This design comes from an exercise in tuning for small area, a short achievable clock period and few clock cycles per item on the open sky130 flow, not from production work. At most, simulation tests tie the RTL to the original design; equivalence was not proved. No functional check of the RTL was part of runs 2 and 3. Power and IR drop assume default switching activity.

## flow/design.v (module list and top-level ports; edited modules follow where they fit)
// module tgs_sqrt: 91 lines
// module tgs_div: 70 lines
// module tgs_mul: 3417 lines
// module tree_group_shrink_top: 808 lines
module tree_group_shrink_top (
  input  wire logic        clk_i,
  input  wire logic        rst_ni,
  input  wire logic        start,
  output logic             busy,
  input  wire logic [99:0] in_word_i,
  input  wire logic        cfg_valid_i,
  output logic             cfg_ready_o,
  input  wire logic [6:0]  cfg_data_i,
  output logic             out_valid_o,
  output logic [40:0]      out_word_o
);
  // ...
==> flow/flow/run.sh <==
#!/bin/bash
# Layout flow: the standard flow (standard.sh: ORFS synthesis through finish, then the final
# DEF), with the timing repair steps asked to keep this much setup slack on the design's own
# clock, so that they keep working on paths well inside the clock period.
set -euo pipefail
export SETUP_SLACK_MARGIN=12.5
bash standard.sh > standard_flow.log 2>&1
==> flow/standard.sh <==
#!/bin/bash
# synth_recipe.tcl (not shown) runs the flow's synth.tcl, then flattens the netlist and writes it again
# the make line also repeats each setting of config.mk as NAME=value (left out here)
make -C /OpenROAD-flow-scripts/flow DESIGN_CONFIG=/design/flow/config.mk WORK_HOME=/design/flow/orfs CLKGATE_MAP_FILE= SYNTH_SCRIPT=/design/flow/synth_recipe.tcl "${@:-finish}"
==> flow/config.mk <==
export PLATFORM = sky130hd
export DESIGN_NAME = tree_group_shrink_top
export DESIGN_NICKNAME = tree_group_shrink_top
export VERILOG_FILES = /design/flow/design.v
export SDC_FILE = /design/flow/constraint.sdc
export NUM_CORES = 8
export LEC_CHECK = 0
export CAP_MARGIN = 20
export CORE_MARGIN = 2
export CORE_UTILIZATION = 50
export CTS_CLUSTER_SIZE = 30
export SLEW_MARGIN = 20
==> flow/constraint.sdc <==
create_clock -name core_clock -period 18.0 [get_ports {clk_i}]
set_input_delay 3.6000 -clock core_clock [delete_from_list [all_inputs] [get_ports {clk_i}]]
set_output_delay 3.6000 -clock core_clock [all_outputs]
set_load 0.01 [all_outputs]
==> out/metrics.cfg, run 1 <==
[outcome]
outcome = complete, no violations

[global_routing]
track_usage = 0.400
grt.busiest_layer = met2

[setup_path]
crit_path_end = b1_val[1][30]$_DFF_P_
ff2ff_setup_slack_ps = 12320
r2r_end = b1_val[1][30]$_DFF_P_
end_kind = flop

[synth]
yosysMostFrequentCell = edfxtp_1
synthTopCellsByCount = 8842 x edfxtp_1, 2440 x a22oi_1, 2281 x nand2_1
synth_flop_cell = edfxtp_1
syn-num-nets = 38600

[pwr]
power.share.sequential = 0.426
power.internal_w = 0.0435
power_clock_w = 0.0228
powerComb_w = 0.0139

[min_path]
hold_path.class = reg2reg
hold_start = b3_p[4]$_DFF_P_

[layout]
stdcell_count = 50100
final_common_cell = edfxtp_1

[routing]
dr_wl_met3_mm = 260
routed.top_layer = met5

[placement]
port_buffers = 154
dp_hpwl_mm = 1240

[clock_tree]
cts_buffers = 1110

[timing]
hold_viol_final = 0

Testbench counts, summed over its fixed seeds: cycles 21,979, runs 96.
==> module tgs_sqrt, before the edit <==
module tgs_sqrt (
  input  wire logic        clk_i,
  input  wire logic        rst_ni,
  input  wire logic        kill_i,
  input  wire logic        load_i,
  input  wire logic [68:0] s_i,
  input  wire logic [30:0] l_i,
  output logic             busy_o,    
  output logic             done_o,    
  input  wire logic        take_i,    
  output logic [35:0]      r_o,
  output logic [30:0]      l_o
);
  logic [71:0] src_q;
  logic [37:0] rem_q;
  logic [35:0] root_q;
  logic [37:0] r3p_q;      
  logic [4:0]  cnt_q;
  logic        run_q, done_q;
  logic [30:0] l_q;
  logic [71:0] s72;
  logic [3:0]  nb;
  assign s72 = {3'b000, s_i};
  always_comb begin
    nb = 4'd0;
    for (int k = 0; k < 9; k++) if (s72[8*k +: 8] != 8'd0) nb = 4'(k + 1);
  end
  function automatic void step(input logic [37:0] rem, input logic [35:0] root,
                               input logic [37:0] r3p, input logic [3:0] u,
                               output logic [37:0] rem_n, output logic [35:0] root_n,
                               output logic [37:0] r3p_n);
    logic [42:0] t, d1, d2, d3;
    t  = {1'b0, rem, u};
    d1 = t - {4'd0, root, 3'b001};
    d2 = t - {3'd0, root, 4'b0100};
    d3 = t - {2'd0, r3p, 3'b001};
    if (!d3[42]) begin
      rem_n = d3[37:0]; root_n = {root[33:0], 2'd3}; r3p_n = {r3p[35:0], 2'b00} + 38'd6;
    end else if (!d2[42]) begin
      rem_n = d2[37:0]; root_n = {root[33:0], 2'd2}; r3p_n = {r3p[35:0], 2'b11};
    end else if (!d1[42]) begin
      rem_n = d1[37:0]; root_n = {root[33:0], 2'd1}; r3p_n = {r3p[35:0], 2'b00};
    end else begin
      rem_n = t[37:0];  root_n = {root[33:0], 2'd0}; r3p_n = {r3p[35:0], 2'b00} - 38'd3;
    end
  endfunction
  logic [37:0] rem1, rem2, r3p1, r3p2;
  logic [35:0] root1, root2;
  always_comb begin
    step(rem_q, root_q, r3p_q, src_q[71:68], rem1, root1, r3p1);
  end
  always_ff @(posedge clk_i or negedge rst_ni) begin
    if (!rst_ni) begin
      run_q <= 1'b0;
      done_q <= 1'b0;
    end else if (kill_i) begin
      run_q <= 1'b0;
      done_q <= 1'b0;
    end else begin
      if (load_i) begin
        run_q <= 1'b1;
        done_q <= 1'b0;
      end else if (run_q && cnt_q == 5'd1) begin
        run_q <= 1'b0;
        done_q <= 1'b1;
      end else if (take_i) begin
        done_q <= 1'b0;
      end
    end
  end
  always_ff @(posedge clk_i) begin
    if (load_i) begin
      src_q <= s72 << (8 * (9 - nb));
      cnt_q <= {nb, 1'b0};
      rem_q <= '0;
      root_q <= '0;
      r3p_q <= 38'd1;
      l_q <= l_i;
    end else if (run_q) begin
      src_q <= {src_q[67:0], 4'd0};
      cnt_q <= cnt_q - 5'd1;
      rem_q <= rem1;
      root_q <= root1;
      r3p_q <= r3p1;
    end
  end
  assign busy_o = run_q | done_q;
  assign done_o = done_q;
  assign r_o = root_q;
  assign l_o = l_q;
endmodule
==> module tgs_div, before the edit <==
module tgs_div (
  input  wire logic        clk_i,
  input  wire logic        rst_ni,
  input  wire logic        kill_i,
  input  wire logic        load_i,
  input  wire logic [35:0] r_i,
  input  wire logic [30:0] l_i,
  output logic             busy_o,
  output logic             done_o,
  input  wire logic        take_i,
  output logic [31:0]      q_o
);
  logic [35:0] r_q, rem_q;
  logic [37:0] r3_q;
  logic [31:0] q_q;
  logic [3:0]  cnt_q;
  logic        run_q, done_q;
  function automatic void step(input logic [35:0] rem, input logic [35:0] r,
                               input logic [37:0] r3, output logic [35:0] rem_n,
                               output logic [1:0] d);
    logic [38:0] t, c1, c2, c3;
    t  = {1'b0, rem, 2'b00};
    c1 = t - {3'd0, r};
    c2 = t - {2'd0, r, 1'b0};
    c3 = t - {1'b0, r3};
    if (!c3[38]) begin rem_n = c3[35:0]; d = 2'd3; end
    else if (!c2[38]) begin rem_n = c2[35:0]; d = 2'd2; end
    else if (!c1[38]) begin rem_n = c1[35:0]; d = 2'd1; end
    else begin rem_n = t[35:0]; d = 2'd0; end
  endfunction
  logic [35:0] rem1, rem2;
  logic [1:0] d1, d2;
  always_comb begin
    step(rem_q, r_q, r3_q, rem1, d1);
  end
  always_ff @(posedge clk_i or negedge rst_ni) begin
    if (!rst_ni) begin
      run_q <= 1'b0;
      done_q <= 1'b0;
    end else if (kill_i) begin
      run_q <= 1'b0;
      done_q <= 1'b0;
    end else begin
      if (load_i) begin
        run_q <= 1'b1;
        done_q <= 1'b0;
      end else if (run_q && cnt_q == 4'd1) begin
        run_q <= 1'b0;
        done_q <= 1'b1;
      end else if (take_i) begin
        done_q <= 1'b0;
      end
    end
  end
  always_ff @(posedge clk_i) begin
    if (load_i) begin
      r_q <= r_i;
      r3_q <= {2'b00, r_i} + {1'b0, r_i, 1'b0};
      rem_q <= r_i - {5'd0, l_i};
      cnt_q <= 4'd0;
    end else if (run_q) begin
      rem_q <= rem1;
      q_q <= {q_q[29:0], d1};
      cnt_q <= cnt_q - 4'd1;
    end
  end
  assign busy_o = run_q | done_q;
  assign done_o = done_q;
  assign q_o = q_q;
endmodule
==> run 2: changes to the inputs <==
--- a/flow/design.v
+++ b/flow/design.v
@@ -59,39 +59,41 @@
   logic [30:0] l_q;
   logic [71:0] s72;
   logic [3:0]  nb;
   assign s72 = {3'b000, s_i};
   always_comb begin
     nb = 4'd0;
     for (int k = 0; k < 9; k++) if (s72[8*k +: 8] != 8'd0) nb = 4'(k + 1);
   end
-  function automatic void step(input logic [37:0] rem, input logic [35:0] root,
-                               input logic [37:0] r3p, input logic [3:0] u,
-                               output logic [37:0] rem_n, output logic [35:0] root_n,
-                               output logic [37:0] r3p_n);
-    logic [42:0] t, d1, d2, d3;
-    t  = {1'b0, rem, u};
-    d1 = t - {4'd0, root, 3'b001};
-    d2 = t - {3'd0, root, 4'b0100};
-    d3 = t - {2'd0, r3p, 3'b001};
+  logic [42:0] t, d1, d2, d3;
+  logic [37:0] rem1, r3p1;
+  logic [35:0] root1;
+  always_comb begin
+    t  = {1'b0, rem_q, src_q[71:68]};
+    d1 = t - {4'd0, root_q, 3'b001};
+    d2 = t - {3'd0, root_q, 4'b0100};
+    d3 = t - {2'd0, r3p_q, 3'b001};
     if (!d3[42]) begin
-      rem_n = d3[37:0]; root_n = {root[33:0], 2'd3}; r3p_n = {r3p[35:0], 2'b00} + 38'd6;
+      rem1 = d3[37:0];
+      root1 = {root_q[33:0], 2'd3};
+      r3p1 = {r3p_q[35:0], 2'b00} + 38'd6;
     end else if (!d2[42]) begin
-      rem_n = d2[37:0]; root_n = {root[33:0], 2'd2}; r3p_n = {r3p[35:0], 2'b11};
+      rem1 = d2[37:0];
+      root1 = {root_q[33:0], 2'd2};
+      r3p1 = {r3p_q[35:0], 2'b11};
     end else if (!d1[42]) begin
-      rem_n = d1[37:0]; root_n = {root[33:0], 2'd1}; r3p_n = {r3p[35:0], 2'b00};
+      rem1 = d1[37:0];
+      root1 = {root_q[33:0], 2'd1};
+      r3p1 = {r3p_q[35:0], 2'b00};
     end else begin
-      rem_n = t[37:0];  root_n = {root[33:0], 2'd0}; r3p_n = {r3p[35:0], 2'b00} - 38'd3;
+      rem1 = t[37:0];
+      root1 = {root_q[33:0], 2'd0};
+      r3p1 = {r3p_q[35:0], 2'b00} - 38'd3;
     end
-  endfunction
-  logic [37:0] rem1, rem2, r3p1, r3p2;
-  logic [35:0] root1, root2;
-  always_comb begin
-    step(rem_q, root_q, r3p_q, src_q[71:68], rem1, root1, r3p1);
   end
   always_ff @(posedge clk_i or negedge rst_ni) begin
     if (!rst_ni) begin
       run_q <= 1'b0;
       done_q <= 1'b0;
     end else if (kill_i) begin
       run_q <= 1'b0;
       done_q <= 1'b0;
@@ -138,65 +140,69 @@
   output logic             busy_o,
   output logic             done_o,
   input  wire logic        take_i,
   output logic [31:0]      q_o
 );
   logic [35:0] r_q, rem_q;
   logic [37:0] r3_q;
   logic [31:0] q_q;
-  logic [3:0]  cnt_q;
+  logic [4:0]  cnt_q;
   logic        run_q, done_q;
-  function automatic void step(input logic [35:0] rem, input logic [35:0] r,
-                               input logic [37:0] r3, output logic [35:0] rem_n,
-                               output logic [1:0] d);
-    logic [38:0] t, c1, c2, c3;
-    t  = {1'b0, rem, 2'b00};
-    c1 = t - {3'd0, r};
-    c2 = t - {2'd0, r, 1'b0};
-    c3 = t - {1'b0, r3};
-    if (!c3[38]) begin rem_n = c3[35:0]; d = 2'd3; end
-    else if (!c2[38]) begin rem_n = c2[35:0]; d = 2'd2; end
-    else if (!c1[38]) begin rem_n = c1[35:0]; d = 2'd1; end
-    else begin rem_n = t[35:0]; d = 2'd0; end
-  endfunction
-  logic [35:0] rem1, rem2;
-  logic [1:0] d1, d2;
+  logic [38:0] t, c1, c2, c3;
+  logic [35:0] rem1;
+  logic [1:0]  dg;
   always_comb begin
-    step(rem_q, r_q, r3_q, rem1, d1);
+    t  = {1'b0, rem_q, 2'b00};
+    c1 = t - {3'd0, r_q};
+    c2 = t - {2'd0, r_q, 1'b0};
+    c3 = t - {1'b0, r3_q};
+    if (!c3[38]) begin
+      rem1 = c3[35:0];
+      dg = 2'd3;
+    end else if (!c2[38]) begin
+      rem1 = c2[35:0];
+      dg = 2'd2;
+    end else if (!c1[38]) begin
+      rem1 = c1[35:0];
+      dg = 2'd1;
+    end else begin
+      rem1 = t[35:0];
+      dg = 2'd0;
+    end
   end
   always_ff @(posedge clk_i or negedge rst_ni) begin
     if (!rst_ni) begin
       run_q <= 1'b0;
       done_q <= 1'b0;
     end else if (kill_i) begin
       run_q <= 1'b0;
       done_q <= 1'b0;
     end else begin
       if (load_i) begin
         run_q <= 1'b1;
         done_q <= 1'b0;
-      end else if (run_q && cnt_q == 4'd1) begin
+      end else if (run_q && cnt_q == 5'd1) begin
         run_q <= 1'b0;
         done_q <= 1'b1;
       end else if (take_i) begin
         done_q <= 1'b0;
       end
     end
   end
   always_ff @(posedge clk_i) begin
     if (load_i) begin
       r_q <= r_i;
       r3_q <= {2'b00, r_i} + {1'b0, r_i, 1'b0};
       rem_q <= r_i - {5'd0, l_i};
-      cnt_q <= 4'd0;
+      cnt_q <= 5'd16;
     end else if (run_q) begin
       rem_q <= rem1;
-      q_q <= {q_q[29:0], d1};
-      cnt_q <= cnt_q - 4'd1;
+      q_q <= {q_q[29:0], dg};
+      cnt_q <= cnt_q - 5'd1;
     end
   end
   assign busy_o = run_q | done_q;
   assign done_o = done_q;
   assign q_o = q_q;
 endmodule
 `default_nettype wire
 `timescale 1ns / 1ps
@@ -3633,16 +3639,17 @@
   output logic             out_valid_o,
   output logic [40:0]      out_word_o
 );
   localparam int K = 8;                  
   localparam int KW = 3;
   localparam bit SUM_FIRST = 1'b1;       
   localparam int NB = 2;                 
   localparam int CW = 3;                 
+  localparam int NF = 3;                 
   localparam logic [1:0] E_IDLE = 2'd0, E_COMP = 2'd1, E_ERR = 2'd3;
   localparam logic [1:0] T_SUM = 2'd0, T_SCL = 2'd1, T_FIN = 2'd2;
   localparam logic [2:0] G_SUMW = 3'd0, G_SUMI = 3'd1, G_INB = 3'd2, G_QRDY = 3'd3,
                          G_DONE = 3'd4;
   localparam logic [1:0] M_SCL = 2'd0, M_ZERO = 2'd1, M_KEEP = 2'd2;
   logic        busy_q, rdy_q;
   logic        cv_q;
   logic [99:0] cw_q;
@@ -3696,58 +3703,52 @@
     end
   end
   logic [1:0]  est_q;
   logic        rq_q;
   logic [6:0]  runc_q;
   logic [6:0]  n_q;
   logic [5:0]  nm1_q, pnm1_q;
   logic        root_q;
-  logic [30:0] lam_q;
   logic [5:0]  last_q, gi_q;
   logic        scan_q;
   logic [1:0]  errst_q;
   logic [63:0] raw_q, pend_q;
   logic [63:0] zb_q [2];     
   logic        rb_q;         
   logic        s0;
   logic [6:0]  s_n, s_c;
   logic        s_root, s_broot;
   logic [63:0] s_m;
   logic [5:0]  s_last;
   logic        s_any;
-  assign tail_ok = est_q == E_COMP && !scan_q && !fv_q && cnt_q == (KW+1)'(1) && ev_q[hd] &&
-                   elast_q[hd] && !tail_act && est_e[hd] != G_SUMW && !pv_q && !xv_q &&
-                   raw_q == '0;
-  assign s0 = rq_q && pend_q == '0 &&
-              ((est_q == E_IDLE && (!xv_q || (xro_q && s_any && !s_broot))) ||
-               (tail_ok && s_any && !s_broot));
   always_comb begin
     s_n = (len_q == 7'd0) ? 7'd1 : ((len_q > 7'd64) ? 7'd64 : len_q);
     s_c = (runc_q > 7'd64) ? 7'd64 : runc_q;
     s_root = (s_c != 7'd0) && root0_q;
     s_broot = (s_c != 7'd0) && broot0_q;
     for (int i = 0; i < 64; i++) s_m[i] = ne_q[i] && (7'(i) < s_c) && !(i == 0 && s_root);
     s_last = '0;
     for (int i = 0; i < 64; i++) if (s_m[i]) s_last = 6'(i);
     s_any = |s_m;
   end
   logic        fv_q, fne_q, fbad_q, flast_q;
   logic [5:0]  fa_q, fb_q;
   logic [30:0] fl_q;
   logic        f_err, f_drop, f_load, f_take;
   logic [43:0] t_rd;
   logic        t_ne;
-  logic [63:0] goh_q;        
+  logic [63:0] goh;          
   always_comb begin
     t_rd = '0;
     t_ne = 1'b0;
+    goh = 64'd1 << gi_q;
     for (int i = 0; i < 64; i++) begin
-      t_rd = t_rd | (tmem[i] & {44{goh_q[i]}});
-      t_ne = t_ne | (ne_q[i] & goh_q[i]);
+      t_rd = t_rd | (tmem[i] & {44{goh[i]}});
+      t_ne = t_ne | (ne_q[i] & goh[i]);
     end
   end
   logic [K-1:0]  ev_q;
   logic [2:0]    est_e [K];
   logic [5:0]    ea_q [K];
   logic [5:0]    eb_q [K];
   logic [30:0]   el_q [K];
   logic [K-1:0]  elast_q;
@@ -3756,59 +3757,67 @@
   logic [KW-1:0] hd_q, tl_q, sidx_q, didx_q;
   logic [KW:0]   cnt_q, nsum_q;
   logic [CW-1:0] cred_q;
   logic        pv_q, pl2_q, pfirst_q;
   logic [1:0]  pl2l_q;       
   logic [1:0]  pt_q;
   logic [4:0]  pp_q, pe_q;
   logic [5:0]  plo_q, phi_q;
+  logic        stag_q;       
+  logic [KW-1:0] spidx_q;    
+  logic        kv_q;
+  logic [4:0]  kpp_q, kpe_q;
+  logic [5:0]  klo_q, khi_q;
+  logic [31:0] kq_q;
+  logic [31:0] koh_q;
   logic        xv_q, xnr_q, xgap_q, xro_q, xbk_q;
   logic [1:0]  xm_q;
   logic [4:0]  xpp_q, xpe_q;
   logic [5:0]  xhi_q, xa_q, xb_q;
   logic [31:0] xq_q;
   logic [31:0] xoh_q;
   logic [31:0] pq_q;
   logic [31:0] poh_q;        
   logic        b1_v, b1_l2, b1_last, b1_first;
   logic [1:0]  b1_l2in;
-  logic [1:0]  b1_t, b1_m, b1_act, b1_inr, b1_rr;
+  logic [1:0]  b1_t, b1_m, b1_act, b1_inr, b1_rr, b1_cp;
   logic [4:0]  b1_p;
   logic [31:0] b1_q;
   logic [31:0] b1_val [2];
   logic        b2_v, b2_l2, b2_last, b2_first;
   logic [1:0]  b2_l2in;
-  logic [1:0]  b2_t, b2_act, b2_sign, b2_inc, b2_zout;
+  logic [1:0]  b2_t, b2_act, b2_sign, b2_inc, b2_zout, b2_cp;
   logic [4:0]  b2_p;
   logic [31:0] b2_mag [2];
   logic [16:0] b2_one [2];
   logic [16:0] b2_two [2];
   logic [16:0] b2_neg [2];
   logic        b3_v, b3_l2, b3_last, b3_first;
   logic [1:0]  b3_l2in;
-  logic [1:0]  b3_t, b3_act, b3_sign, b3_inc, b3_zout;
+  logic [1:0]  b3_t, b3_act, b3_sign, b3_inc, b3_zout, b3_cp;
+  logic [31:0] b3_mag [2];
   logic [4:0]  b3_p;
   logic [69:0] b3_s [2];
   logic [69:0] b3_c [2];
   logic        b4_v, b4_last;
-  logic [1:0]  b4_t, b4_act, b4_sign, b4_inc, b4_zout;
+  logic [1:0]  b4_t, b4_act, b4_sign, b4_inc, b4_zout, b4_cp;
+  logic [31:0] b4_mag [2];
   logic [4:0]  b4_p;
   logic [31:0] b4_r [2];
   logic [69:0] acs_q, acc_q;    
   logic [69:0] sum_q;           
   logic [61:0] l2_q, l2d_q;
   logic        sv_q, sd_q;      
   logic        h_v, h_last;
   logic [5:0]  h_j;
   logic [31:0] h_val;
-  logic [1:0]  bf_v;
-  logic [68:0] bf_s [2];
-  logic [30:0] bf_l [2];
-  logic [5:0]  bf_k [2];
+  logic [NF-1:0] bf_v;
+  logic [68:0] bf_s [NF];
+  logic [30:0] bf_l [NF];
   logic        sq_load, sq_busy, dv_done, dv_take, dv_busy;
   assign dv_busy = 1'b0;
   logic [31:0] dv_q;
   logic [CW-1:0] n_take;
   logic        kill;
   logic [KW-1:0] hd, sc;
   assign hd = hd_q;
   assign sc = sidx_q;
@@ -3819,80 +3828,94 @@
   assign dec_b = sd_q && big && el_q[didx_q] != 31'd0;
   assign dec_zk = dec_zero || dec_keep;
   logic        zm_en;
   logic [63:0] zmask;
   assign zm_en = dec_zero && !elast_q[didx_q];
   always_comb for (int j = 0; j < 64; j++)
     zmask[j] = zm_en && (6'(j) >= ea_q[didx_q]) && (6'(j) <= eb_q[didx_q]);
   logic        stall, beat, beat_el, lastbeat, a_free;
+  logic        kstall, kbeat, klast, k_free;
   logic        xstall, xbeat, xlast;
-  logic        scl_rdy, sum_rdy, iss_scl, iss_sum, iss_fin0, iss_fin, blocked, retire;
-  logic [1:0]  act, xact;
-  logic        pend_e, pend_o, xpend_e, xpend_o;
+  logic        scl_rdy, iss_scl, iss_sum, iss_fin0, iss_fin, blocked, retire;
+  logic [1:0]  act, xact, kact, own;
+  logic        pend_e, pend_o, xpend_e, xpend_o, kpend_e, kpend_o;
   logic [31:0] roh;
   always_comb begin
     pend_e = 1'b0;
     pend_o = 1'b0;
     xpend_e = 1'b0;
     xpend_o = 1'b0;
+    kpend_e = 1'b0;
+    kpend_o = 1'b0;
     for (int p = 0; p < 32; p++) begin
       pend_e = pend_e | (poh_q[p] & pend_q[2*p]);
       pend_o = pend_o | (poh_q[p] & pend_q[2*p+1]);
       xpend_e = xpend_e | (xoh_q[p] & pend_q[2*p]);
       xpend_o = xpend_o | (xoh_q[p] & pend_q[2*p+1]);
+      kpend_e = kpend_e | (koh_q[p] & pend_q[2*p]);
+      kpend_o = kpend_o | (koh_q[p] & pend_q[2*p+1]);
     end
   end
   assign xact[0] = 1'b1;
   assign xact[1] = {xpp_q, 1'b1} <= xhi_q;
   assign xstall = xpend_e | (xpend_o & xact[1]) | xgap_q;
   assign xbeat = xv_q && !xstall;
   assign xlast = xbeat && xpp_q == xpe_q;
+  assign kact[0] = {kpp_q, 1'b0} >= klo_q;
+  assign kact[1] = {kpp_q, 1'b1} <= khi_q;
+  assign kstall = (kpend_e & kact[0]) | (kpend_o & kact[1]);
+  assign kbeat = kv_q && !kstall && !xbeat;
+  assign klast = kbeat && kpp_q == kpe_q;
+  assign k_free = !kv_q || klast;
   assign act[0] = {pp_q, 1'b0} >= plo_q;
   assign act[1] = {pp_q, 1'b1} <= phi_q;
-  assign stall = (pend_e & act[0]) | (pend_o & act[1]) | xbeat;
-  assign beat = pv_q && (pl2_q || !stall) && !xbeat;
-  assign beat_el = pv_q && !pl2_q && !stall;
-  assign lastbeat = beat_el && pp_q == pe_q;
-  assign a_free = !pv_q || lastbeat;
-  assign roh = xbeat ? xoh_q : poh_q;
   always_comb begin
-    blocked = 1'b0;
-    for (int j = 0; j < K; j++)
-      if (ev_q[j] && etag_q[j] == etag_q[sc] &&
-          (est_e[j] == G_SUMI || est_e[j] == G_INB || est_e[j] == G_QRDY) &&
-          !(eb_q[j] < ea_q[sc] || ea_q[j] > eb_q[sc]))
-        blocked = 1'b1;
+    for (int l = 0; l < 2; l++) begin
+      logic [5:0] e;
+      e = {pp_q, 1'(l)};
+      own[l] = kv_q && e >= klo_q && e <= khi_q && pp_q >= kpp_q;
+      for (int j = 0; j < K; j++)
+        if (ev_q[j] && etag_q[j] == stag_q && KW'(j) != spidx_q &&
+            (est_e[j] == G_SUMI || est_e[j] == G_INB || est_e[j] == G_QRDY) &&
+            e >= ea_q[j] && e <= eb_q[j])
+          own[l] = 1'b1;
+    end
   end
+  assign stall = ((pend_e | own[0]) & act[0]) | ((pend_o | own[1]) & act[1]);
+  assign beat = pv_q && (pl2_q || !stall) && !xbeat && !kbeat;
+  assign beat_el = pv_q && !pl2_q && !stall && !xbeat && !kbeat;
+  assign lastbeat = beat_el && pp_q == pe_q;
+  assign a_free = !pv_q || lastbeat;
+  assign roh = xbeat ? xoh_q : (kbeat ? koh_q : poh_q);
+  assign blocked = 1'b0;
   assign scl_rdy = est_q == E_COMP && ev_q[hd] &&
                    ((est_e[hd] == G_INB && dv_done) || est_e[hd] == G_QRDY);
-  assign sum_rdy = est_q == E_COMP && nsum_q != '0 && !blocked && cred_q != '0;
-  assign iss_sum = a_free && sum_rdy && (SUM_FIRST || !scl_rdy || elast_q[hd]);
+  assign iss_sum = a_free && est_q == E_COMP && nsum_q != '0 && cred_q != '0;
   logic        tail_act, tail_ok;
   assign tail_act = ev_q[hd] && etag_q[hd] != rb_q;
-  assign iss_fin = scl_rdy && elast_q[hd] && !xv_q && (tail_act || (a_free && !iss_sum));
-  assign iss_scl = a_free && scl_rdy && !elast_q[hd] && !iss_sum &&
-                   (!xv_q || eb_q[hd] < {xpp_q, 1'b0});
+  assign iss_fin = scl_rdy && elast_q[hd] && !xv_q && k_free;
+  assign iss_scl = k_free && scl_rdy && !elast_q[hd] && (!xv_q || eb_q[hd] < {xpp_q, 1'b0});
   assign iss_fin0 = s0 && !s_broot && !s_any;
   assign dv_take = (iss_scl || iss_fin) && est_e[hd] == G_INB;
   assign retire = ev_q[hd] && (iss_scl || iss_fin || est_e[hd] == G_DONE);
   logic f_bad;
   assign f_bad = fv_q && fne_q && (fbad_q || {1'b0, fb_q} >= n_q);
   assign f_err = est_q == E_COMP && f_bad && !tail_act;
   assign f_drop = fv_q && !fne_q;
   assign f_load = est_q == E_COMP && fv_q && fne_q && !f_bad && cnt_q != (KW+1)'(K);
   assign f_take = f_drop || f_load;
   assign kill = f_err;
   logic [68:0] sq_s;
   logic [30:0] sq_l;
   logic [5:0]  sq_k, dk;
   assign sq_load = (bf_v[0] || dec_b) && !sq_busy;
   assign sq_s = bf_v[0] ? bf_s[0] : sum_q[68:0];
   assign sq_l = bf_v[0] ? bf_l[0] : el_q[didx_q];
-  assign sq_k = bf_v[0] ? bf_k[0] : dk;
+  assign sq_k = dk;
   logic [NB-1:0] l_sqb, l_sqd, l_dvb, l_dvd, l_dvl;
   logic [35:0]   l_r [NB];
   logic [30:0]   l_l [NB];
   logic [31:0]   l_q [NB];
   localparam int NBW = (NB > 1) ? $clog2(NB) : 1;
   logic [NBW-1:0] bl_in_q, bl_out_q;
   assign sq_busy = l_sqb[bl_in_q];
   assign dv_done = l_dvd[bl_out_q];
@@ -3922,16 +3945,22 @@
     tgs_div u_div (
       .clk_i, .rst_ni, .kill_i(kill), .load_i(l_dvl[u]), .r_i(l_r[u]), .l_i(l_l[u]),
       .busy_o(l_dvb[u]), .done_o(l_dvd[u]), .take_i(dv_take && bl_out_q == u), .q_o(l_q[u])
     );
   end
   logic fin_inflight;
   assign fin_inflight = (b1_v && b1_t == T_FIN) || (b2_v && b2_t == T_FIN) ||
                         (b3_v && b3_t == T_FIN) || (b4_v && b4_t == T_FIN) || h_v;
+  assign tail_ok = est_q == E_COMP && !scan_q && !fv_q && cnt_q == (KW+1)'(1) && ev_q[hd] &&
+                   elast_q[hd] && !tail_act && est_e[hd] != G_SUMW && !pv_q && !kv_q && !xv_q &&
+                   raw_q == '0;
+  assign s0 = rq_q && pend_q == '0 &&
+              ((est_q == E_IDLE && (!xv_q || (xro_q && s_any && !s_broot))) ||
+               (tail_ok && s_any && !s_broot));
   logic [1:0] est_n;
   logic       rq_n;
   always_comb begin
     est_n = est_q;
     rq_n = rq_q;
     if (cv_run) rq_n = 1'b1;
     if (est_q == E_COMP && iss_fin && !tail_act) est_n = E_IDLE;
     if (s0) begin
@@ -3949,17 +3978,17 @@
   assign xv_n = (xv_q && !xlast) || iss_fin || iss_fin0;
   assign xro_n = (iss_fin || iss_fin0) ? (iss_fin && raw_q == '0) : xro_q;
   assign take_ok = (est_n == E_IDLE && !(xv_n && !xro_n)) ||
                    (est_n == E_COMP && !s0 && raw_q == '0 && !scan_q && !fv_q);
   assign busy_d = acc_run || cv_run || rq_n || !take_ok;
   always_ff @(posedge clk_i or negedge rst_ni) begin
     if (!rst_ni) begin
       busy_q <= 1'b0;
-      rdy_q <= 1'b1;
+      rdy_q <= 1'b0;
       cv_q <= 1'b0;
       len_q <= 7'd64;
       est_q <= E_IDLE;
       rq_q <= 1'b0;
     end else begin
       busy_q <= busy_d;
       rdy_q <= ~busy_d;
       cv_q <= acc_cmd;
@@ -3970,17 +3999,16 @@
   end
   always_ff @(posedge clk_i) begin
     if (cv_run) runc_q <= c_cnt;
     if (s0) begin
       n_q <= s_n;
       nm1_q <= 6'(s_n - 7'd1);
       pnm1_q <= nm1_q;
       root_q <= s_root;
-      lam_q <= w0_q;
       last_q <= s_last;
       errst_q <= 2'd1;
     end
     if (f_err) errst_q <= 2'd2;
   end
   always_ff @(posedge clk_i or negedge rst_ni) begin
     if (!rst_ni) begin
       scan_q <= 1'b0;
@@ -3997,44 +4025,42 @@
         fv_q <= 1'b1;
         if (gi_q == last_q) scan_q <= 1'b0;
       end
     end
   end
   always_ff @(posedge clk_i) begin
     if (s0) begin
       gi_q <= s_root ? 6'd1 : 6'd0;
-      goh_q <= s_root ? 64'd2 : 64'd1;
     end else if (scan_q && (!fv_q || f_take)) begin
       gi_q <= gi_q + 6'd1;
-      goh_q <= {goh_q[62:0], 1'b0};
       fne_q <= t_ne;
       {fbad_q, fa_q, fb_q, fl_q} <= t_rd;
       flast_q <= gi_q == last_q;
     end
   end
   always_ff @(posedge clk_i or negedge rst_ni) begin
     if (!rst_ni) begin
       ev_q <= '0;
       hd_q <= '0;
       tl_q <= '0;
       sidx_q <= '0;
       didx_q <= '0;
       cnt_q <= '0;
       nsum_q <= '0;
-      cred_q <= CW'(2);
+      cred_q <= CW'(NF);
     end else if (kill) begin
       ev_q <= '0;
       hd_q <= '0;
       tl_q <= '0;
       sidx_q <= '0;
       didx_q <= '0;
       cnt_q <= '0;
       nsum_q <= '0;
-      cred_q <= CW'(2);
+      cred_q <= CW'(NF);
     end else begin
       if (retire) begin
         ev_q[hd] <= 1'b0;
         hd_q <= hd_q + 1'b1;
       end
       if (f_load) begin
         ev_q[tl_q] <= 1'b1;
         tl_q <= tl_q + 1'b1;
@@ -4066,58 +4092,54 @@
         est_e[didx_q] <= G_DONE;
       end
     end
   end
   always_ff @(posedge clk_i or negedge rst_ni) begin
     if (!rst_ni) bf_v <= '0;
     else if (kill) bf_v <= '0;
     else begin
-      logic       pop, push;
-      logic [1:0] v;
+      logic pop, push;
+      logic [NF-1:0] v;
       pop = sq_load && bf_v[0];
       push = dec_b && !(sq_load && !bf_v[0]);
-      v = bf_v;
-      if (pop) v = {1'b0, v[1]};
-      if (push) begin
-        if (!v[0]) v[0] = 1'b1;
-        else v[1] = 1'b1;
-      end
+      v = pop ? (bf_v >> 1) : bf_v;
+      if (push) v = {v[NF-2:0], 1'b1};
       bf_v <= v;
     end
   end
   always_ff @(posedge clk_i) begin
     logic pop;
+    logic [NF-1:0] v, vp;
     pop = sq_load && bf_v[0];
-    if (pop) begin
-      bf_s[0] <= bf_s[1];
-      bf_l[0] <= bf_l[1];
-      bf_k[0] <= bf_k[1];
-    end
-    if (dec_b) begin
-      if ((pop ? bf_v[1] : bf_v[0])) begin
-        bf_s[1] <= sum_q[68:0];
-        bf_l[1] <= el_q[didx_q];
-        bf_k[1] <= dk;
-      end else begin
-        bf_s[0] <= sum_q[68:0];
-        bf_l[0] <= el_q[didx_q];
-        bf_k[0] <= dk;
+    v = pop ? (bf_v >> 1) : bf_v;
+    vp = {v[NF-2:0], 1'b1};           
+    for (int i = 0; i < NF; i++) begin
+      if (dec_b && !v[i] && vp[i]) begin
+        bf_s[i] <= sum_q[68:0];
+        bf_l[i] <= el_q[didx_q];
+      end else if (pop && i < NF - 1) begin
+        bf_s[i] <= bf_s[i+1];
+        bf_l[i] <= bf_l[i+1];
       end
     end
   end
   always_ff @(posedge clk_i or negedge rst_ni) begin
     if (!rst_ni) begin
       pv_q <= 1'b0;
+      kv_q <= 1'b0;
       xv_q <= 1'b0;
       xgap_q <= 1'b0;
     end else begin
       if (lastbeat) pv_q <= 1'b0;
-      if (iss_scl || iss_sum) pv_q <= 1'b1;
+      if (iss_sum) pv_q <= 1'b1;
       if (kill) pv_q <= 1'b0;
+      if (klast) kv_q <= 1'b0;
+      if (iss_scl) kv_q <= 1'b1;
+      if (kill) kv_q <= 1'b0;
       xv_q <= xv_n;
       xgap_q <= xbeat && !xlast;
     end
   end
   always_ff @(posedge clk_i) begin
     if (beat) begin
       pl2_q <= 1'b0;
       if (beat_el) pfirst_q <= 1'b0;
@@ -4132,27 +4154,30 @@
       pl2_q <= !ea_q[sc][0] && eb_q[sc][0];
       pl2l_q <= {!ea_q[sc][0] && !eb_q[sc][0], ea_q[sc][0]};
       pp_q <= ea_q[sc][5:1];
       poh_q <= 32'd1 << ea_q[sc][5:1];
       pe_q <= eb_q[sc][5:1];
       plo_q <= ea_q[sc];
       phi_q <= eb_q[sc];
       pq_q <= {1'b0, el_q[sc]};
+      stag_q <= etag_q[sc];
+      spidx_q <= sc;
+    end
+    if (kbeat) begin
+      kpp_q <= kpp_q + 5'd1;
+      koh_q <= {koh_q[30:0], 1'b0};
     end
     if (iss_scl) begin
-      pl2_q <= 1'b0;
-      pl2l_q <= 2'b00;
-      pq_q <= dv_q;
-      pt_q <= T_SCL;
-      pp_q <= ea_q[hd][5:1];
-      poh_q <= 32'd1 << ea_q[hd][5:1];
-      pe_q <= eb_q[hd][5:1];
-      plo_q <= ea_q[hd];
-      phi_q <= eb_q[hd];
+      kq_q <= dv_q;
+      kpp_q <= ea_q[hd][5:1];
+      koh_q <= 32'd1 << ea_q[hd][5:1];
+      kpe_q <= eb_q[hd][5:1];
+      klo_q <= ea_q[hd];
+      khi_q <= eb_q[hd];
     end
     if (xbeat) begin
       xpp_q <= xpp_q + 5'd1;
       xoh_q <= {xoh_q[30:0], 1'b0};
     end
     if (iss_fin) begin
       xq_q <= dv_q;
       xm_q <= est_e[hd] == G_INB ? M_SCL : emode_q[hd];
@@ -4180,17 +4205,17 @@
   logic [1:0]  wr_en;
   always_ff @(posedge clk_i or negedge rst_ni) begin
     if (!rst_ni) begin
       pend_q <= '0;
     end else if (kill) begin
       pend_q <= '0;
     end else begin
       for (int j = 0; j < 64; j++) begin
-        if (beat_el && pt_q == T_SCL && poh_q[j/2] && act[j%2]) pend_q[j] <= 1'b1;
+        if (kbeat && koh_q[j/2] && kact[j%2]) pend_q[j] <= 1'b1;
         else if (wr_en[j%2] && b4_p == 5'(j/2)) pend_q[j] <= 1'b0;
       end
     end
   end
   always_ff @(posedge clk_i or negedge rst_ni) begin
     if (!rst_ni) rb_q <= 1'b0;
     else if (s0) rb_q <= ~rb_q;
   end
@@ -4210,17 +4235,17 @@
   end
   always_ff @(posedge clk_i or negedge rst_ni) begin
     if (!rst_ni) begin
       b1_v <= 1'b0;
       b2_v <= 1'b0;
       b3_v <= 1'b0;
       b4_v <= 1'b0;
     end else begin
-      b1_v <= xbeat || (beat && !kill);
+      b1_v <= xbeat || ((kbeat || beat) && !kill);
       b2_v <= b1_v && !(kill && b1_t != T_FIN);
       b3_v <= b2_v && !(kill && b2_t != T_FIN);
       b4_v <= b3_v && !(kill && b3_t != T_FIN);
     end
   end
   logic [31:0] rd_val [2];
   logic [1:0]  rd_raw;
   logic [63:0] zsel, rsel;
@@ -4235,42 +4260,44 @@
       for (int p = 0; p < 32; p++) begin
         rd_val[l] = rd_val[l] | (vmem[2*p+l] & {32{roh[p] & rsel[2*p+l]}}) |
                     (xmem[2*p+l] & {32{roh[p] & ~rsel[2*p+l] & ~zsel[2*p+l]}});
         rd_raw[l] = rd_raw[l] | (roh[p] & rsel[2*p+l]);
       end
     end
   end
   always_ff @(posedge clk_i) begin
-    b1_t <= xbeat ? T_FIN : pt_q;
-    b1_l2 <= pl2_q && !xbeat;
+    b1_t <= xbeat ? T_FIN : (kbeat ? T_SCL : T_SUM);
+    b1_l2 <= pl2_q && !xbeat && !kbeat;
     b1_first <= pfirst_q;
     b1_l2in <= {pl2l_q[1] && !pl2_q && pp_q == pe_q, pl2l_q[0] && !pl2_q && pfirst_q} &
-               {2{!xbeat}};
-    b1_p <= xbeat ? xpp_q : pp_q;
-    b1_last <= xbeat ? xlast : lastbeat;
+               {2{!xbeat && !kbeat}};
+    b1_p <= xbeat ? xpp_q : (kbeat ? kpp_q : pp_q);
+    b1_last <= xbeat ? xlast : (kbeat ? klast : lastbeat);
     b1_m <= xm_q;
-    b1_act <= xbeat ? xact : (pl2_q ? 2'b01 : act);
+    b1_act <= xbeat ? xact : (kbeat ? kact : (pl2_q ? 2'b01 : act));
     b1_inr[0] <= !xnr_q && {xpp_q, 1'b0} >= xa_q && {xpp_q, 1'b0} <= xb_q;
     b1_inr[1] <= !xnr_q && {xpp_q, 1'b1} >= xa_q && {xpp_q, 1'b1} <= xb_q;
-    b1_q <= xbeat ? xq_q : pq_q;
+    b1_q <= xbeat ? xq_q : (kbeat ? kq_q : pq_q);
     b1_rr <= rd_raw & {2{root_q}};
+    b1_cp <= rd_raw & act & {2{!xbeat && !kbeat && !pl2_q && !tail_act &&
+                               (!xv_q || xbk_q == rb_q || pp_q < xpp_q)}};
     b1_val[0] <= rd_val[0];
     b1_val[1] <= rd_val[1];
   end
   logic [30:0] leff [2];
   logic [32:0] sp [2];
   logic [32:0] sm [2];
   logic [31:0] mag0 [2];
   logic [31:0] opb [2];
   logic [34:0] be [2];
   logic [1:0]  byp;
   always_comb begin
     for (int l = 0; l < 2; l++) begin
-      leff[l] = b1_rr[l] ? lam_q : 31'd0;
+      leff[l] = b1_rr[l] ? w0_q : 31'd0;
       sp[l] = {b1_val[l][31], b1_val[l]} - {2'b00, leff[l]};             
       sm[l] = {~b1_val[l][31], ~b1_val[l]} + 33'd1 - {2'b00, leff[l]};   
       if (!b1_act[l]) mag0[l] = 32'd0;
       else if (!b1_val[l][31]) mag0[l] = sp[l][32] ? 32'd0 : sp[l][31:0];
       else mag0[l] = sm[l][32] ? 32'd0 : sm[l][31:0];
       byp[l] = b1_t == T_FIN && !(b1_inr[l] && b1_m == M_SCL);
       if (b1_l2) opb[l] = (l == 0) ? b1_q : 32'd0;
       else if (b1_l2in[l]) opb[l] = b1_q;
@@ -4285,16 +4312,17 @@
     b2_l2 <= b1_l2;
     b2_first <= b1_first;
     b2_l2in <= b1_l2in;
     b2_p <= b1_p;
     b2_last <= b1_last;
     b2_act <= b1_act;
     for (int l = 0; l < 2; l++) begin
       b2_sign[l] <= b1_val[l][31];
+      b2_cp[l] <= b1_cp[l] && !b1_l2in[l];
       b2_zout[l] <= b1_t == T_FIN && b1_inr[l] && b1_m == M_ZERO;
       b2_inc[l] <= byp[l] && mag0[l] != 32'd0;
       b2_mag[l] <= b1_l2 ? ((l == 0) ? b1_q : 32'd0) : (b1_l2in[l] ? b1_q : mag0[l]);
       for (int i = 0; i < 17; i++) begin
         b2_one[l][i] <= be[l][2*i+1] ^ be[l][2*i];
         b2_two[l][i] <= (be[l][2*i+2] & ~be[l][2*i+1] & ~be[l][2*i]) |
                         (~be[l][2*i+2] & be[l][2*i+1] & be[l][2*i]);
         b2_neg[l][i] <= be[l][2*i+2];
@@ -4311,16 +4339,19 @@
     b3_t <= b2_t;
     b3_l2 <= b2_l2;
     b3_first <= b2_first;
     b3_l2in <= b2_l2in;
     b3_p <= b2_p;
     b3_last <= b2_last;
     b3_act <= b2_act;
     b3_sign <= b2_sign;
+    b3_cp <= b2_cp;
+    b3_mag[0] <= b2_mag[0];
+    b3_mag[1] <= b2_mag[1];
     b3_inc <= b2_inc;
     b3_zout <= b2_zout;
     for (int l = 0; l < 2; l++) begin
       b3_s[l] <= m_s[l];
       b3_c[l] <= m_c[l];
     end
   end
   logic        t_sum, in1;
@@ -4347,16 +4378,19 @@
   assign p0sum = b3_s[0] + b3_c[0];
   assign p1sum = b3_s[1] + b3_c[1];
   always_ff @(posedge clk_i) begin
     b4_t <= b3_t;
     b4_p <= b3_p;
     b4_last <= b3_last;
     b4_act <= b3_act;
     b4_sign <= b3_sign;
+    b4_cp <= b3_cp;
+    b4_mag[0] <= b3_mag[0];
+    b4_mag[1] <= b3_mag[1];
     b4_inc <= b3_inc;
     b4_zout <= b3_zout;
     b4_r[0] <= p0sum[63:32];
     b4_r[1] <= p1sum[63:32];
     if (b3_v && t_sum) begin
       if (b3_l2) begin
         l2_q <= p0sum[61:0];
         acs_q <= '0;
@@ -4387,46 +4421,43 @@
       sv_q <= b3_v && t_sum && b3_last;
       sd_q <= sv_q;
     end
   end
   logic [31:0] res [2];
   logic [31:0] wval [2];
   always_comb begin
     for (int l = 0; l < 2; l++) begin
-      res[l] = b4_zout[l] ? 32'd0 : (b4_r[l] + {31'd0, b4_inc[l]});
+      if (b4_cp[l]) res[l] = b4_mag[l];
+      else res[l] = b4_zout[l] ? 32'd0 : (b4_r[l] + {31'd0, b4_inc[l]});
       wval[l] = b4_sign[l] ? (32'd0 - res[l]) : res[l];
     end
   end
-  assign wr_en = {2{b4_v && b4_t == T_SCL}} & b4_act;
+  assign wr_en = ({2{b4_v && b4_t == T_SCL}} & b4_act) | ({2{b4_v && b4_t == T_SUM}} & b4_cp);
   always_ff @(posedge clk_i) begin
     if (wr_en[0]) xmem[{b4_p, 1'b0}] <= wval[0];
     if (wr_en[1]) xmem[{b4_p, 1'b1}] <= wval[1];
   end
   logic fin4;
   assign fin4 = b4_v && b4_t == T_FIN;
+  logic err_emit;
+  assign err_emit = est_q == E_ERR && !xv_q && !fin_inflight;
   always_ff @(posedge clk_i or negedge rst_ni) begin
     if (!rst_ni) begin
       out_valid_o <= 1'b0;
-      out_word_o <= '0;
       h_v <= 1'b0;
     end else begin
-      out_valid_o <= 1'b0;
+      out_valid_o <= fin4 || h_v || err_emit;
       h_v <= fin4 && b4_act[1];
-      if (fin4) begin
-        out_valid_o <= 1'b1;
-        out_word_o <= {wval[0], b4_p, 1'b0, b4_last && !b4_act[1], 2'b00};
-      end else if (h_v) begin
-        out_valid_o <= 1'b1;
-        out_word_o <= {h_val, h_j, h_last, 2'b00};
-      end else if (est_q == E_ERR && !xv_q && !fin_inflight) begin
-        out_valid_o <= 1'b1;
-        out_word_o <= {32'd0, 6'd0, 1'b1, errst_q};
-      end
     end
   end
   always_ff @(posedge clk_i) begin
+    if (fin4) out_word_o <= {wval[0], b4_p, 1'b0, b4_last && !b4_act[1], 2'b00};
+    else if (h_v) out_word_o <= {h_val, h_j, h_last, 2'b00};
+    else out_word_o <= {32'd0, 6'd0, 1'b1, errst_q};
+  end
+  always_ff @(posedge clk_i) begin
     h_val <= wval[1];
     h_j <= {b4_p, 1'b1};
     h_last <= b4_last;
   end
 endmodule
 `default_nettype wire
==> flow/flow/run.sh (replaced) <==
#!/bin/bash
# Layout flow: the standard flow (standard.sh: ORFS synthesis through finish, then the final
# DEF), with the timing repair steps asked to keep this much setup slack on the design's own
# clock, so that they keep working on paths well inside the clock period.
set -euo pipefail
export SETUP_SLACK_MARGIN=13.0
bash standard.sh > standard_flow.log 2>&1
==> flow/config.mk (replaced) <==
export PLATFORM = sky130hd
export DESIGN_NAME = tree_group_shrink_top
export DESIGN_NICKNAME = tree_group_shrink_top
export VERILOG_FILES = /design/flow/design.v
export SDC_FILE = /design/flow/constraint.sdc
export NUM_CORES = 8
export LEC_CHECK = 0
export CAP_MARGIN = 20
export CORE_MARGIN = 2
export CORE_UTILIZATION = 45
export CTS_CLUSTER_DIAMETER = 180
export CTS_CLUSTER_SIZE = 16
export PLACE_DENSITY = 0.5
export SLEW_MARGIN = 20
==> run 2 against run 1 <==
Now fails the layout checks on capacitance limit, slew limit; count of clock-buffer cells in the layout shrank 247; final area is 2.8% higher; critical endpoint is now zb_q[0][7]$_DFFE_PP_; hold slack worse by 61 ps; critical path depth up 6; total power rose by 84%.
==> out/metrics.cfg, run 2 <==
[outcome]
outcome = finished with violations
so.violations = capacitance limit, slew limit

[setup_path]
worstSetupPathType = reg2reg
cp_num_buf_inv = 8
cp_slowest_cell = or4b_4
crit_top_cell = buf_12
end_kind = flop
required_ps = 18910
critPathMaxFanout = 6
crit_arrival_ps = 6470
startpoint_type = flop
crit_chain = ha_4 -> nand4_1 -> nor4_4 -> nand4_1 -> or2_4 -> a2111oi_4 -> nor3_4 -> buf_12 -> or2_4 -> buf_12 -> buf_6 -> buf_12 -> buf_6 -> a31o_2 -> or4b_4 -> nor4_4 -> a31oi_4 -> nor2_4 -> buf_6 -> buf_12 -> buf_16 -> o31ai_4
cp_top_family = simple AND/OR/NAND/NOR gates
max_stage_delay_ps = 560

[layout]
final_core_util = 0.515
top_regs = tmem (2816), vmem (2048), xmem (2048)
fin_nets = 39800
largest_reg_flops = 2816
layout-drive-gt1-share = 0.141
fill_cells = 92500
regMostFlops = tmem
layout_common_cells = 9033 x edfxtp_1, 1981 x nand2_1, 1747 x a22oi_1, 1724 x inv_1, 1602 x a22o_1
final_common_cell = edfxtp_1
syn2layout_area_growth_pct = 14.1

[pwr]
finalPower_w = 0.117
p_switching_w = 0.0543
power_density_nw_per_um2 = 211
power.share.sequential = 0.290  ; -0.136
clkPwrFrac = 0.142
peakVddDrop_mv = 0.742
swShare = 0.462
power.internal_w = 0.0632  ; +45%
p_leak_nw = 193
power_frac_comb = 0.568

[clock_tree]
cts.path.max_buffers = 5
clk_latency_ps = 1310
cts_root_buffer = clkbuf_16
path_clk_slew_ps = 90
cts_buffers = 731  ; -34%
cts_sinks = 10400
cts_tree = yes
h-tree-depth = 6

[routing]
vias = 362000
totalWireLength_mm = 2340
drt-vias-per-instance = 6.91
drt-wirelength-per-cell_um = 44.7
drc = 0
drtIter0Drc = 62700
ant_nets = 0
dr.pass1.iters = 8

[timing]
finalMaxSlewViolations = 11
max_slew_margin = -0.117
setup_tns_ps = 0
worst_slack_ps = 12440
finalCriticalPeriod_ps = 5560
clock-skew-final_ps = 202
hold_viol_final = 0  ; unchanged
rsz0062_at_grt = yes
finalSetupViolCount = 0
period_share = 0.309
worst_pin_slew_ps = 1670
max_freq_ghz = 0.180
whs_ps = 247

[floorplanning]
row_count = 382
die_y_mm = 1.05
die_w_mm = 1.05
start_util = 0.451
dieArea_um2 = 1090000
ios = 155
core_um2 = 1080000

[synth]
synth_compound_area_frac = 0.144
syn-num-nets = 39000  ; +1.0%
synth_seq_cells = 10400
yosysMostFrequentCell = edfxtp_1
synthTopCellsByArea = edfxtp_1 56%, dfxtp_1 5.1%, fa_1 4.9%, ha_1 3.6%, a22o_1 2.9%
yosys_warnings = 50
yosysSeqAreaShare = 0.614
synth_top_family_by_area = compound AO/OA/AOI/OAI gates
synth_top_area_share = 0.556
synth-xor-area-share = 0.0377
synthArstFlopShare = 0.0131
avgSynthCellArea_um2 = 13.4
synth-simple-area-share = 0.0680
synth_edf_count = 9033
synth_cell_type_count = 108
synth_largest_area_cell = edfxtp_1
synth.area.mux_share = 0.0216
synth_area_um2 = 488000
synth_flop_cell = edfxtp_1
synthTopCellsByCount = 9033 x edfxtp_1, 2025 x nand2_1, 1875 x clkbuf_1
synth_fa_ha_area_frac = 0.0841
netlist_instances = 36300

[global_routing]
first_global_vias = 337000
grt_antenna_before_repair = 266
grt_max_degree = 101
track_usage = 0.411  ; +0.0115
grt_overflow_total = 0
grt_first_pass_wirelength_mm = 3060

[placement]
dp_hpwl_mm = 1420  ; +15%
place.gp.congestion = 0.978
place_ws_ps = 9700
port_buffers = 154  ; unchanged

[job]
cap_violations = 1

[min_path]
hold_path.class = reg2reg

==> run 2: cell count changes after synthesis, moves of 75 or more <==
cell	before	now
buf_1	313	214
inv_1	1643	1776
nand4_1	724	640
mux2_2	188	349
edfxtp_1	8842	9033
a22oi_1	2440	1764
nand2_1	2281	2025
clkbuf_1	1727	1875
a221oi_1	1232	1586
a22o_1	1300	1607
dfxtp_1	1170	1245
==> run 2: worst register-to-register path: cells and delay by family, from the launching register on <==
| kind | cells | cell delay [ps] |
|---|---|---|
| compound gates | 4 | 810 |
| fa+ha+maj | 1 | 300 |
| buf+inv | 8 | 1080 |
| flops | 1 | 460 |
| simple gates | 9 | 2660 |
==> run 2: through the flow <==
stage | cell area (um2) | cells
2_1_floorplan | 488000 | 36300
3_3_place_gp | 513000 | 50000
3_5_place_dp | 513000 | 50000
4_1_cts | 548000 | 51700
5_1_grt | 556000 | 52300
6_report | 557000 | 52400
==> run 2: final cells by class <==
| type | instances | area [um2] | area share |
|---|---|---|---|
| Sequential cell | 10400 | 300000 | 0.539 |
| Multi-Input combinational cell | 22000 | 185000 | 0.332 |
| Timing Repair Buffer | 2206 | 24900 | 0.0447 |
| Clock buffer | 1216 | 20200 | 0.0364 |
| Tap cell | 14400 | 18000 | 0.0324 |
| Inverter | 1797 | 6870 | 0.0123 |
| Clock inverter | 51 | 1080 | 0.00195 |
| Antenna cell | 330 | 826 | 0.00148 |
| Timing Repair inverter | 3 | 43.8 | 0.0000787 |
==> run 2: kinds of logic (layout without fill, tap and decap cells) <==
group,Yosys count,count (layout)
simple gates,6799,6829
mux,892,892
compound gates,9592,9593
buf+inv,3949,5273
fa+ha+maj,2569,2569
other cells,0,330
xor+xnor,2102,2103
flops,10400,10400
==> run 2: per-layer routing <==
metal / track usage / vias to the layer above / wire length (um)
met4: 0.233 / 92 / 173000
met5: 0.000261 / - / 830
met3: 0.105 / 5835 / 292000
li1: - / 141000 / -
met2: 0.618 / 27600 / 1010000
met1: 0.545 / 187000 / 866000
==> run 2: repair_timing <==
action,CTS,global route
pin swaps,175,199
hold buffers,0,0
setup buffers,388,241
cloned,75,100
gates resized for setup,1831,804
endpoints found under the setup margin,3011,2395
==> run 2: power by group through the flow <==
stage | combinational [W] | clock [W] | sequential, W
2_1_floorplan | 0.0355 | 0 | 0.0328
3_3_place_gp | 0.0617 | 0 | 0.0345
3_5_place_dp | 0.0622 | 0 | 0.0345
4_1_cts | 0.0650 | 0.0167 | 0.0339
5_1_grt | 0.0717 | 0.0175 | 0.0341
6_report | 0.0668 | 0.0167 | 0.0340
==> run 2: path summary, 6_finish.rpt <==
check | depth (start not counted) | startpoint | slack (ps) | end
setup / recovery | 22 | sum_q[39]$_DFFE_PP_ | 12440 | zb_q[0][7]$_DFFE_PP_
hold / removal | 0 | b3_mag[1][18]$_DFF_P_ | 250 | b4_mag[1][18]$_DFF_P_
setup reg to reg | 22 | sum_q[39]$_DFFE_PP_ | 12440 | zb_q[0][7]$_DFFE_PP_
hold reg to reg | 0 | b3_mag[1][18]$_DFF_P_ | 250 | b4_mag[1][18]$_DFF_P_
max in group asynchronous | 3 | rst_ni | 13460 | pend_q[13]$_DFFE_PN0P_
min in group asynchronous | 1 | rst_ni | 2400 | g_bl[0].u_sqrt.done_q$_DFFE_PN0P_
==> run 3: changes to the inputs <==
--- a/flow/flow/run.sh
+++ b/flow/flow/run.sh
@@ -3,5 +3,5 @@
 # DEF), with the timing repair steps asked to keep this much setup slack on the design's own
 # clock, so that they keep working on paths well inside the clock period.
 set -euo pipefail
-export SETUP_SLACK_MARGIN=13.0
+export SETUP_SLACK_MARGIN=12.5
 bash standard.sh > standard_flow.log 2>&1
==> run 3 against run 2 <==
The run now finishes clean; highest routed layer unchanged; die area did not move; clock power about the same; clock skew shrank 35 ps; routed wire length shrank 2.5%; sequential power about the same; combinational power decreased by 4.3%; via count shrank 1.6%.
==> out/metrics.cfg, run 3 <==
[routing]
drc = 0  ; unchanged
drt-wirelength-per-cell_um = 44.1  ; -1.3%
vias = 356000  ; -1.6%
drtIter0Drc = 60800  ; -3.0%
totalWireLength_mm = 2280  ; -2.5%
ant_nets = 0  ; unchanged
dr.pass1.iters = 7  ; -1
drt-vias-per-instance = 6.89  ; -0.40%

[job]
cap_violations = 0  ; -1

[synth]
yosysMostFrequentCell = edfxtp_1
yosysSeqAreaShare = 0.614  ; unchanged
synth-xor-area-share = 0.0377  ; unchanged
synth_seq_cells = 10400  ; unchanged
yosys_warnings = 50  ; unchanged
synthArstFlopShare = 0.0131  ; unchanged
synth_cell_type_count = 108  ; unchanged
synthTopCellsByCount = 9033 x edfxtp_1, 2025 x nand2_1, 1875 x clkbuf_1
synth_flop_cell = edfxtp_1
synthTopCellsByArea = edfxtp_1 56%, dfxtp_1 5.1%, fa_1 4.9%, ha_1 3.6%, a22o_1 2.9%
synth_area_um2 = 488000  ; unchanged
synth_compound_area_frac = 0.144  ; unchanged
synth.area.mux_share = 0.0216  ; unchanged
synth_largest_area_cell = edfxtp_1
synth-simple-area-share = 0.0680  ; unchanged
synth_top_area_share = 0.556  ; unchanged
syn-num-nets = 39000  ; unchanged
synth_edf_count = 9033  ; unchanged
synth_top_family_by_area = compound AO/OA/AOI/OAI gates
avgSynthCellArea_um2 = 13.4  ; unchanged
netlist_instances = 36300  ; unchanged
synth_fa_ha_area_frac = 0.0841  ; unchanged

[floorplanning]
row_count = 382  ; unchanged
die_y_mm = 1.05  ; unchanged
core_um2 = 1080000  ; unchanged
dieArea_um2 = 1090000  ; unchanged
die_w_mm = 1.05  ; unchanged
start_util = 0.451  ; unchanged
ios = 155  ; unchanged

[layout]
layout_common_cells = 9033 x edfxtp_1, 2002 x nand2_1, 1756 x a22oi_1, 1733 x inv_1, 1605 x a22o_1
final_cell_area_um2 = 540000  ; -3.0%
fill_cells = 93900  ; +1.5%
regMostFlops = tmem
fin_nets = 39200  ; -1.6%
syn2layout_area_growth_pct = 10.7
final_common_cell = edfxtp_1
layout-drive-gt1-share = 0.106  ; -0.0347
top_regs = tmem (2816), vmem (2048), xmem (2048)
largest_reg_flops = 2816  ; unchanged
stdcell_count = 51800  ; -1.2%

[global_routing]
grt_overflow_total = 0  ; unchanged
grt_first_pass_wirelength_mm = 3010  ; -1.5%
grt_max_degree = 112  ; +11%
grt_antenna_before_repair = 272  ; +2.3%
first_global_vias = 334000  ; -0.75%
track_usage = 0.404  ; -0.00691

[setup_path]
cp_top_family = simple AND/OR/NAND/NOR gates
end_kind = flop
crit_chain = a22oi_1 -> nand4_1 -> o41a_1 -> buf_4 -> nor2_4 -> mux2i_4 -> buf_12 -> bufbuf_16 -> mux2i_1 -> and3_4 -> buf_6 -> a22o_1 -> a221oi_1 -> nand4_1 -> or4_1
required_ps = 19040  ; +130 ps
crit_arrival_ps = 6700  ; +230 ps
critPathMaxFanout = 18  ; +12
crit_top_cell = nand4_1
cp_slowest_cell = and3_4
max_stage_delay_ps = 780  ; +220 ps
startpoint_type = flop
cp_num_buf_inv = 4  ; -4
worstSetupPathType = reg2reg

[timing]
rsz0062_at_grt = yes
clock-skew-final_ps = 166  ; -35.5 ps
max_freq_ghz = 0.177  ; -1.7%
setup_tns_ps = 0  ; unchanged
period_share = 0.314  ; +0.00550
finalCriticalPeriod_ps = 5660  ; +99.0 ps
hold_viol_final = 0  ; unchanged
worst_pin_slew_ps = 1360  ; -305 ps
max_slew_margin = 0.0927  ; +0.209
finalMaxSlewViolations = 0  ; -11
finalSetupViolCount = 0  ; unchanged

[placement]
dp_hpwl_mm = 1410  ; -0.84%
dp.cells = 50000  ; -0.062%
place_area_um2 = 513000  ; -0.12%
port_buffers = 154  ; unchanged
place.gp.congestion = 0.974  ; -0.46%

[clock_tree]
clk_latency_ps = 1250  ; -60 ps
cts_tree = yes
h-tree-depth = 6  ; unchanged
cts.path.max_buffers = 5  ; unchanged
cts_root_buffer = clkbuf_16
cts_sinks = 10400  ; unchanged
cts-hold-fix-buffers = 0  ; unchanged
path_clk_slew_ps = 80  ; about the same
cts_buffers = 729  ; -0.27%

[pwr]
power_frac_comb = 0.559  ; -0.009
peakVddDrop_mv = 1.06  ; +42%
p_switching_w = 0.0529  ; -2.6%
finalPower_w = 0.114  ; -2.7%
power.internal_w = 0.0614  ; -2.9%
p_leak_nw = 187  ; -3.2%
power.share.sequential = 0.297  ; +0.007
clkPwrFrac = 0.144  ; +0.002
swShare = 0.463  ; +0.000845
power_density_nw_per_um2 = 212  ; +0.24%

[min_path]
hold_path.class = reg2reg

[outcome]
outcome = complete, no violations

[run 3: final cells by class]
cell class              instances  area, um2  share of cell area
clock buffers                1179      20200              0.0375
clock inverters                41        693             0.00128
multi-input cells           22000     179000               0.332
flip-flops and latches      10400     300000               0.555
repair inverters                2       16.3           0.0000301
diodes                        370        926             0.00171
well taps                   14400      18000              0.0334
inverters                    1797       6840              0.0127
repair buffers               1601      14200              0.0263
[run 3: per-stage QoR]
| step | worst slack, ps | hold WS [ps] | util |
|---|---|---|---|
| final | 12340 | 304 | 0.500 |
| after global routing | 12390 | 305 | 0.499 |
| after CTS | 12360 | 295 | 0.497 |
| after detailed placement | 9500 | 312 | 0.474 |
| after global placement | 9490 | 310 | 0.474 |
| after floorplan | 12030 | 310 | - |
[run 3: power by group through the flow]
stage / clock [W] / combinational (W) / sequential, W
floorplan: 0 / 0.0355 / 0.0328
global placement: 0 / 0.0616 / 0.0344
finish: 0.0165 / 0.0639 / 0.0339
global route: 0.0173 / 0.0689 / 0.0340
CTS: 0.0165 / 0.0630 / 0.0339
detailed placement: 0 / 0.0621 / 0.0344
[run 3: worst paths after layout]
kind | start | to | slack, ps | cells past startpoint
worst max-delay path | pend_q[35]$_DFFE_PN0P_ | b1_val[0][16]$_DFF_P_ | 12340 | 15
worst min-delay path | b3_mag[0][27]$_DFF_P_ | b4_mag[0][27]$_DFF_P_ | 300 | 0
worst max register to register | pend_q[35]$_DFFE_PN0P_ | b1_val[0][16]$_DFF_P_ | 12340 | 15
worst min register to register | b3_mag[0][27]$_DFF_P_ | b4_mag[0][27]$_DFF_P_ | 300 | 0
max in group asynchronous | rst_ni | pend_q[13]$_DFFE_PN0P_ | 13300 | 3
min in group asynchronous | rst_ni | len_q[4]$_DFFE_PN0P_ | 2410 | 1
[run 3: logic make-up (layout without fill, tap and decap cells)]
| family | Yosys count | count (layout) |
|---|---|---|
| adders and majority gates | 2569 | 2569 |
| xor gates and xnor gates | 2102 | 2103 |
| other | 0 | 370 |
| muxes | 892 | 892 |
| AOI/OAI and AO/OA | 9592 | 9592 |
| DFF | 10400 | 10400 |
| buffers and inverters | 3949 | 4620 |
| and+or+nand+nor | 6799 | 6807 |
[run 3: what timing repair did]
item                       in CTS  in global routing
cloned                         15                  9
setup endpoints to repair    2217               1549
gates resized for setup       512                255
setup buffers                 121                 59
pin swaps                      38                 42
[run 3: layer usage]
metal | part of all wire | track usage | wire [um]
met5 | 0.00048 | 0 | 1090
met4 | 0.070 | 0.231 | 161000
met3 | 0.12 | 0.101 | 280000
met2 | 0.43 | 0.607 | 990000
met1 | 0.37 | 0.537 | 852000

-- static timing again, ports no longer ideal --
How much do the figures lean on ideal ports? The routed layouts below were timed once more, with nothing changed but the port constraints. Step 1 assumes that a clkbuf_16 drives the clock port and a buf_2 every other input. Step 2 times the ports against the registers' clock, not the clock port: input delays grow and output delays shrink by t, the midpoint of the rising clock arrivals with the driver on. a / b / c = no drivers / after step 1 / after step 2; a / b = the first two.
run	t (ns)	slack for setup (ns)	clock arrival spread, ns	worst data-port slew with drivers (ns)	pins driven straight from the clock port
run 1	1.299	12.318 / 12.177 / 11.500	0.180 / 0.180	0.16	1
run 2	1.385	12.441 / 12.319 / 12.082	0.202 / 0.203	0.16	1
run 3	1.341	12.342 / 12.252 / 12.092	0.181 / 0.181	0.42	1
For run 1, which loses most, drivers alone change the setup slack by -0.141 ns; drivers and shift together by -0.818 ns. The worst setup slack also covers recovery checks on asynchronous resets.
